What follows belongs to an exercise in optimizing a design on an open flow for a short achievable clock period and few clock cycles; a production flow would make more cautious choices. At most, simulation tests tie the RTL to the original design; equivalence was not proved. Power is estimated from default activity; no workload was simulated.

Design processor, start of the top module:
module processor (
    input  logic              clock,
    input  logic              rst_n,
    output cpu_pkg::word_t    address_imem,
    input  cpu_pkg::insn_t    q_imem,
    output cpu_pkg::word_t    address_dmem,
    output cpu_pkg::word_t    data,
    output logic              wren,
    input  cpu_pkg::word_t    q_dmem,
    output logic              ctrl_writeEnable,
    output cpu_pkg::reg_idx_t ctrl_writeReg,
    output cpu_pkg::reg_idx_t ctrl_readRegA,
    output cpu_pkg::reg_idx_t ctrl_readRegB,
    output cpu_pkg::word_t    data_writeReg,
    input  cpu_pkg::word_t    data_readRegA,
    input  cpu_pkg::word_t    data_readRegB
);
Size: about 5700 cells after synthesis, ~1300 flip-flops, roughly 280 I/O pins, roughly 60000 sq um of cells after synthesis.
Settings: LEC_CHECK=0, CAP_MARGIN=20, CORE_MARGIN=2, CORE_UTILIZATION=55, SETUP_SLACK_MARGIN=3.2, SLEW_MARGIN=20; clock period 6.5 ns.
run.sh (not shown) runs the stock make flow with config.mk's settings and CLKGATE_MAP_FILE= SYNTH_SCRIPT=/design/flow/synth_recipe.tcl, a recipe that flattens the netlist after the stock synthesis.
Testbench counts at the start, summed over its fixed seeds: cycles 117,865.
Next try:
SETUP_SLACK_MARGIN = 3.6   (was 3.2)
Synthesized cell count does not change.
Sequential cell count is unchanged.
First-iteration DRC count climbs by 2.6%.
Global-route usage goes up by 0.68 points.
Fmax climbs by 0.57%.
Total power goes up by 0.71%.


Another version of the RTL of processor (not shown whole).
Size: ~5200 cells after synthesis, roughly 1200 flip-flops, about 280 I/O pins, roughly 54000 um^2 of cells after synthesis.
export LEC_CHECK = 0
export CAP_MARGIN = 20
export CORE_MARGIN = 2
export CORE_UTILIZATION = 60
export SETUP_SLACK_MARGIN = 3.8
export SLEW_MARGIN = 20
create_clock -name core_clock -period 6.5 [get_ports {clock}]
Testbench counts at the start, summed over its fixed seeds: cycles 120,862.
Rerun with:
Settings changed: CORE_UTILIZATION 60 to 55, SETUP_SLACK_MARGIN 3.8 to 3.6.
After rerunning: The new run ran to the end with no violations. Cell area fell by about 3%. Maximum frequency stays flat. Synthesized area is unchanged. Die area rises by about 9%. Clock skew goes down by 7.7 ps. Register-to-register slack is worse by 30 ps. Synthesized cell count does not change. Hold slack is better by 30 ps. Critical path depth is lower by 1. Power decreases by 1.2%.


Setup of 02-05:
The RTL this note starts from:
==> flow/design.v <==
`default_nettype none
package cpu_pkg;
    localparam int WORD_W = 32;
    localparam int REG_W  = 5;
    localparam int OP_W   = 5;
    typedef logic [WORD_W-1:0] word_t;     
    typedef logic [WORD_W-1:0] insn_t;
    typedef logic [REG_W-1:0]  reg_idx_t;
    typedef logic [OP_W-1:0]   opcode_t;
    typedef logic [OP_W-1:0]   alu_op_t;
    typedef enum logic [1:0] {FWD_RF, FWD_MEM, FWD_WB} fwd_sel_t;
    localparam opcode_t OP_RTYPE = 5'd0;
    localparam opcode_t OP_J     = 5'd1;
    localparam opcode_t OP_BNE   = 5'd2;
    localparam opcode_t OP_JAL   = 5'd3;
    localparam opcode_t OP_JR    = 5'd4;
    localparam opcode_t OP_ADDI  = 5'd5;
    localparam opcode_t OP_BLT   = 5'd6;
    localparam opcode_t OP_SW    = 5'd7;
    localparam opcode_t OP_LW    = 5'd8;
    localparam alu_op_t ALU_ADD = 5'd0;
    localparam alu_op_t ALU_SUB = 5'd1;
    localparam alu_op_t ALU_AND = 5'd2;
    localparam alu_op_t ALU_OR  = 5'd3;
    localparam alu_op_t ALU_SLL = 5'd4;
    localparam alu_op_t ALU_SRA = 5'd5;
    localparam int OPC_HI   = 31;
    localparam int OPC_LO   = 27;
    localparam int RD_HI    = 26;
    localparam int RD_LO    = 22;
    localparam int RS_HI    = 21;
    localparam int RS_LO    = 17;
    localparam int RT_HI    = 16;
    localparam int RT_LO    = 12;
    localparam int SHAMT_HI = 11;
    localparam int SHAMT_LO = 7;
    localparam int FUNC_HI  = 6;
    localparam int FUNC_LO  = 2;
    localparam int IMM_HI   = 16;    
    localparam int IMM_LO   = 0;
    localparam int TGT_HI   = 26;    
    localparam int TGT_LO   = 0;
    localparam reg_idx_t LINK_REG = 5'd31;    
    localparam insn_t    NOP_INSN = '0;       
endpackage
`default_nettype wire
`timescale 1ns/1ns
`default_nettype none
module processor (
    input  logic              clock,
    input  logic              rst_n,
    output cpu_pkg::word_t    address_imem,
    input  cpu_pkg::insn_t    q_imem,
    output cpu_pkg::word_t    address_dmem,
    output cpu_pkg::word_t    data,
    output logic              wren,
    input  cpu_pkg::word_t    q_dmem,
    output logic              ctrl_writeEnable,
    output cpu_pkg::reg_idx_t ctrl_writeReg,
    output cpu_pkg::reg_idx_t ctrl_readRegA,
    output cpu_pkg::reg_idx_t ctrl_readRegB,
    output cpu_pkg::word_t    data_writeReg,
    input  cpu_pkg::word_t    data_readRegA,
    input  cpu_pkg::word_t    data_readRegB
);
    logic [31:0] pc;
    logic [31:0] ras [4];
    logic [1:0]  ras_sp;             
    logic        x_valid;
    logic        x_rtype;
    logic [4:0]  x_func;
    logic [4:0]  x_shamt;
    logic        x_useimm;           
    logic        x_bne;
    logic        x_blt;
    logic        x_jal;
    logic        x_jr;
    logic        x_lw;
    logic        x_sw;
    logic        x_wr;               
    logic [4:0]  x_dest;
    logic [31:0] x_imm;
    logic [31:0] x_pc1;              
    logic        x_pred;             
    logic [31:0] x_alt;              
    logic [4:0]  ra_q;               
    logic [4:0]  rb_q;               
    logic        a_ml, a_m, a_w, a_rf;
    logic        b_ml, b_m, b_w, b_rf;
    logic        m_wr;
    logic        m_lw;
    logic        m_sw;
    logic [4:0]  m_dest;
    logic [31:0] m_res;
    logic [31:0] m_st;
    logic        w_wr;
    logic [4:0]  w_dest;
    logic [31:0] w_val;
    logic [31:0] pc1;
    logic [4:0]  f_op;
    logic [4:0]  f_rd, f_rs, f_rt;
    logic [31:0] f_imm;
    logic [31:0] f_tgt;
    logic [31:0] f_brt;
    logic        f_rtype, f_j, f_bne, f_jal, f_jr, f_addi, f_blt, f_sw, f_lw;
    logic        f_br;
    logic        f_pred;
    logic        f_wr_any;
    logic [4:0]  f_dest;
    logic        f_wr;
    logic [4:0]  f_ra, f_rb;
    logic [31:0] f_npc;
    logic [31:0] ras_top;
    assign address_imem = pc;
    assign pc1   = pc + 32'd1;
    assign f_op  = q_imem[31:27];
    assign f_rd  = q_imem[26:22];
    assign f_rs  = q_imem[21:17];
    assign f_rt  = q_imem[16:12];
    assign f_imm = {{15{q_imem[16]}}, q_imem[16:0]};
    assign f_tgt = {{5{q_imem[26]}}, q_imem[26:0]};
    assign f_brt = pc1 + f_imm;
    assign f_rtype = (f_op == 5'd0);
    assign f_j     = (f_op == 5'd1);
    assign f_bne   = (f_op == 5'd2);
    assign f_jal   = (f_op == 5'd3);
    assign f_jr    = (f_op == 5'd4);
    assign f_addi  = (f_op == 5'd5);
    assign f_blt   = (f_op == 5'd6);
    assign f_sw    = (f_op == 5'd7);
    assign f_lw    = (f_op == 5'd8);
    assign f_br    = f_bne | f_blt;
    assign f_pred  = f_br & q_imem[16];
    assign f_wr_any = f_rtype | f_addi | f_lw | f_jal;
    assign f_dest   = f_jal ? 5'd31 : f_rd;
    assign f_wr     = f_wr_any & (f_dest != 5'd0);
    assign f_ra = f_br ? f_rd : f_rs;
    assign f_rb = f_br ? f_rs : ((f_sw | f_jr) ? f_rd : f_rt);
    assign ras_top = ras[ras_sp];
    always_comb begin
        if (f_j | f_jal)      f_npc = f_tgt;
        else if (f_pred)      f_npc = f_brt;
        else if (f_jr)        f_npc = ras_top;
        else                  f_npc = pc1;
    end
    logic [31:0] opa, opb, alu_b;
    logic [31:0] sum, diff, res;
    logic        taken;
    logic        misp;
    logic [31:0] fix_pc;
    assign opa = ({32{a_rf}} & data_readRegA) | ({32{a_ml}} & q_dmem)
               | ({32{a_m}} & m_res) | ({32{a_w}} & w_val);
    assign opb = ({32{b_rf}} & data_readRegB) | ({32{b_ml}} & q_dmem)
               | ({32{b_m}} & m_res) | ({32{b_w}} & w_val);
    assign alu_b = x_useimm ? x_imm : opb;
    assign sum   = opa + alu_b;
    assign diff  = opa - opb;
    always_comb begin
        res = 32'd0;
        if (x_jal)            res = x_pc1;
        else if (x_useimm)    res = sum;
        else if (x_rtype) begin
            case (x_func)
                5'd0: res = sum;
                5'd1: res = diff;
                5'd2: res = opa & opb;
                5'd3: res = opa | opb;
                5'd4: res = opa << x_shamt;
                5'd5: res = $unsigned($signed(opa) >>> x_shamt);
                default: res = 32'd0;
            endcase
        end
    end
    assign taken = (x_bne & (opa != opb)) | (x_blt & ($signed(opa) < $signed(opb)));
    assign misp   = x_valid & (((x_bne | x_blt) & (taken != x_pred))
                               | (x_jr & (opb != x_alt)));
    assign fix_pc = x_jr ? opb : x_alt;
    assign address_dmem     = m_res;
    assign data             = m_st;
    assign wren             = m_sw;
    assign ctrl_writeEnable = w_wr;
    assign ctrl_writeReg    = w_dest;
    assign data_writeReg    = w_val;
    assign ctrl_readRegA    = ra_q;
    assign ctrl_readRegB    = rb_q;
    logic xw, mw;
    logic a_x, a_mm, b_x, b_mm;
    assign xw   = x_valid & x_wr;      
    assign mw   = m_wr;                
    assign a_x  = xw & (f_ra == x_dest);
    assign a_mm = mw & (f_ra == m_dest);
    assign b_x  = xw & (f_rb == x_dest);
    assign b_mm = mw & (f_rb == m_dest);
    always_ff @(posedge clock) begin
        if (!rst_n) begin
            pc      <= 32'd0;
            x_valid <= 1'b0;
            ras_sp  <= 2'd0;
            ras[0]  <= 32'd0;
            ras[1]  <= 32'd0;
            ras[2]  <= 32'd0;
            ras[3]  <= 32'd0;
        end else if (misp) begin
            pc      <= fix_pc;
            x_valid <= 1'b0;
        end else begin
            pc      <= f_npc;
            x_valid <= 1'b1;
            if (f_jal) begin
                ras[ras_sp + 2'd1] <= pc1;
                ras_sp             <= ras_sp + 2'd1;
            end else if (f_jr) begin
                ras_sp             <= ras_sp - 2'd1;
            end
        end
    end
    always_ff @(posedge clock) begin
        x_rtype  <= f_rtype;
        x_func   <= q_imem[6:2];
        x_shamt  <= q_imem[11:7];
        x_useimm <= f_addi | f_lw | f_sw;
        x_bne    <= f_bne;
        x_blt    <= f_blt;
        x_jal    <= f_jal;
        x_jr     <= f_jr;
        x_lw     <= f_lw;
        x_sw     <= f_sw;
        x_wr     <= f_wr;
        x_dest   <= f_dest;
        x_imm    <= f_imm;
        x_pc1    <= pc1;
        x_pred   <= f_pred;
        x_alt    <= f_jr ? ras_top : (f_pred ? pc1 : f_brt);
        ra_q     <= f_ra;
        rb_q     <= f_rb;
        a_ml     <= a_x & x_lw;
        a_m      <= a_x & ~x_lw;
        a_w      <= ~a_x & a_mm;
        a_rf     <= ~a_x & ~a_mm;
        b_ml     <= b_x & x_lw;
        b_m      <= b_x & ~x_lw;
        b_w      <= ~b_x & b_mm;
        b_rf     <= ~b_x & ~b_mm;
    end
    always_ff @(posedge clock) begin
        if (!rst_n) begin
            m_wr <= 1'b0;
            m_lw <= 1'b0;
            m_sw <= 1'b0;
            w_wr <= 1'b0;
        end else begin
            m_wr <= x_valid & x_wr;
            m_lw <= x_valid & x_lw;
            m_sw <= x_valid & x_sw;
            w_wr <= m_wr;
        end
    end
    always_ff @(posedge clock) begin
        m_dest <= x_dest;
        m_res  <= res;
        m_st   <= opb;
        w_dest <= m_dest;
        w_val  <= m_lw ? q_dmem : m_res;
    end
endmodule
`default_nettype wire
export LEC_CHECK = 0
export CAP_MARGIN = 20
export CORE_MARGIN = 2
export CORE_UTILIZATION = 40
export SLEW_MARGIN = 20
create_clock -name core_clock -period 6.5 [get_ports {clock}]
--- input diff 02-05..03-15 ---
- putting ABC_CLOCK_PERIOD_IN_PS at 2500 where nothing was set
- putting SETUP_SLACK_MARGIN at 3.0 where nothing was set
--- outcome ---
Delta (03-15 minus 02-05): combinational power increased about 27%; final cell count picked up an extra 235; sequential share of layout area now sits lower; total detailed-routing wirelength increased about 10%; total of clock buffers placed in the layout down 5.
Function was not checked in any run of this note: the RTL went through the layout flow alone.

static timing again, ports no longer ideal:
How much do the figures lean on ideal ports? The routed layouts below were timed once more, with nothing changed but the port constraints.
Step 1 assumes that a clkbuf_16 drives the clock port and a buf_2 every other input.
Step 2 times the ports against the registers' clock, not the clock port: input delays grow and output delays shrink by t, the midpoint of the rising clock arrivals with the driver on.
Three values: no drivers, after step 1, after step 2; two values: the first two.
run	shift t [ns]	slack for setup (ns)	worst setup path after step 2	slew at the worst register clock pin (ns)
the first run of note 1	0.836	3.130 / 3.130 / 2.422	input to register	0.07 / 0.07
the second run of note 1	0.827	3.149 / 3.149 / 2.841	input to register	0.07 / 0.07
the first run of note 2	0.815	3.415 / 3.438 / 2.637	input to register	0.08 / 0.08
the second run of note 2	0.805	3.412 / 3.412 / 2.774	input to register	0.07 / 0.07
02-05	0.663	0.772 / 0.808 / 0.145	input to register	0.07 / 0.07
03-15	0.658	1.558 / 1.581 / 0.923	input to register	0.07 / 0.07
After both steps setup and hold are still met in every run listed. For the first run of note 2, which loses most, drivers alone change the setup slack by +0.023 ns; drivers and shift together by -0.778 ns.
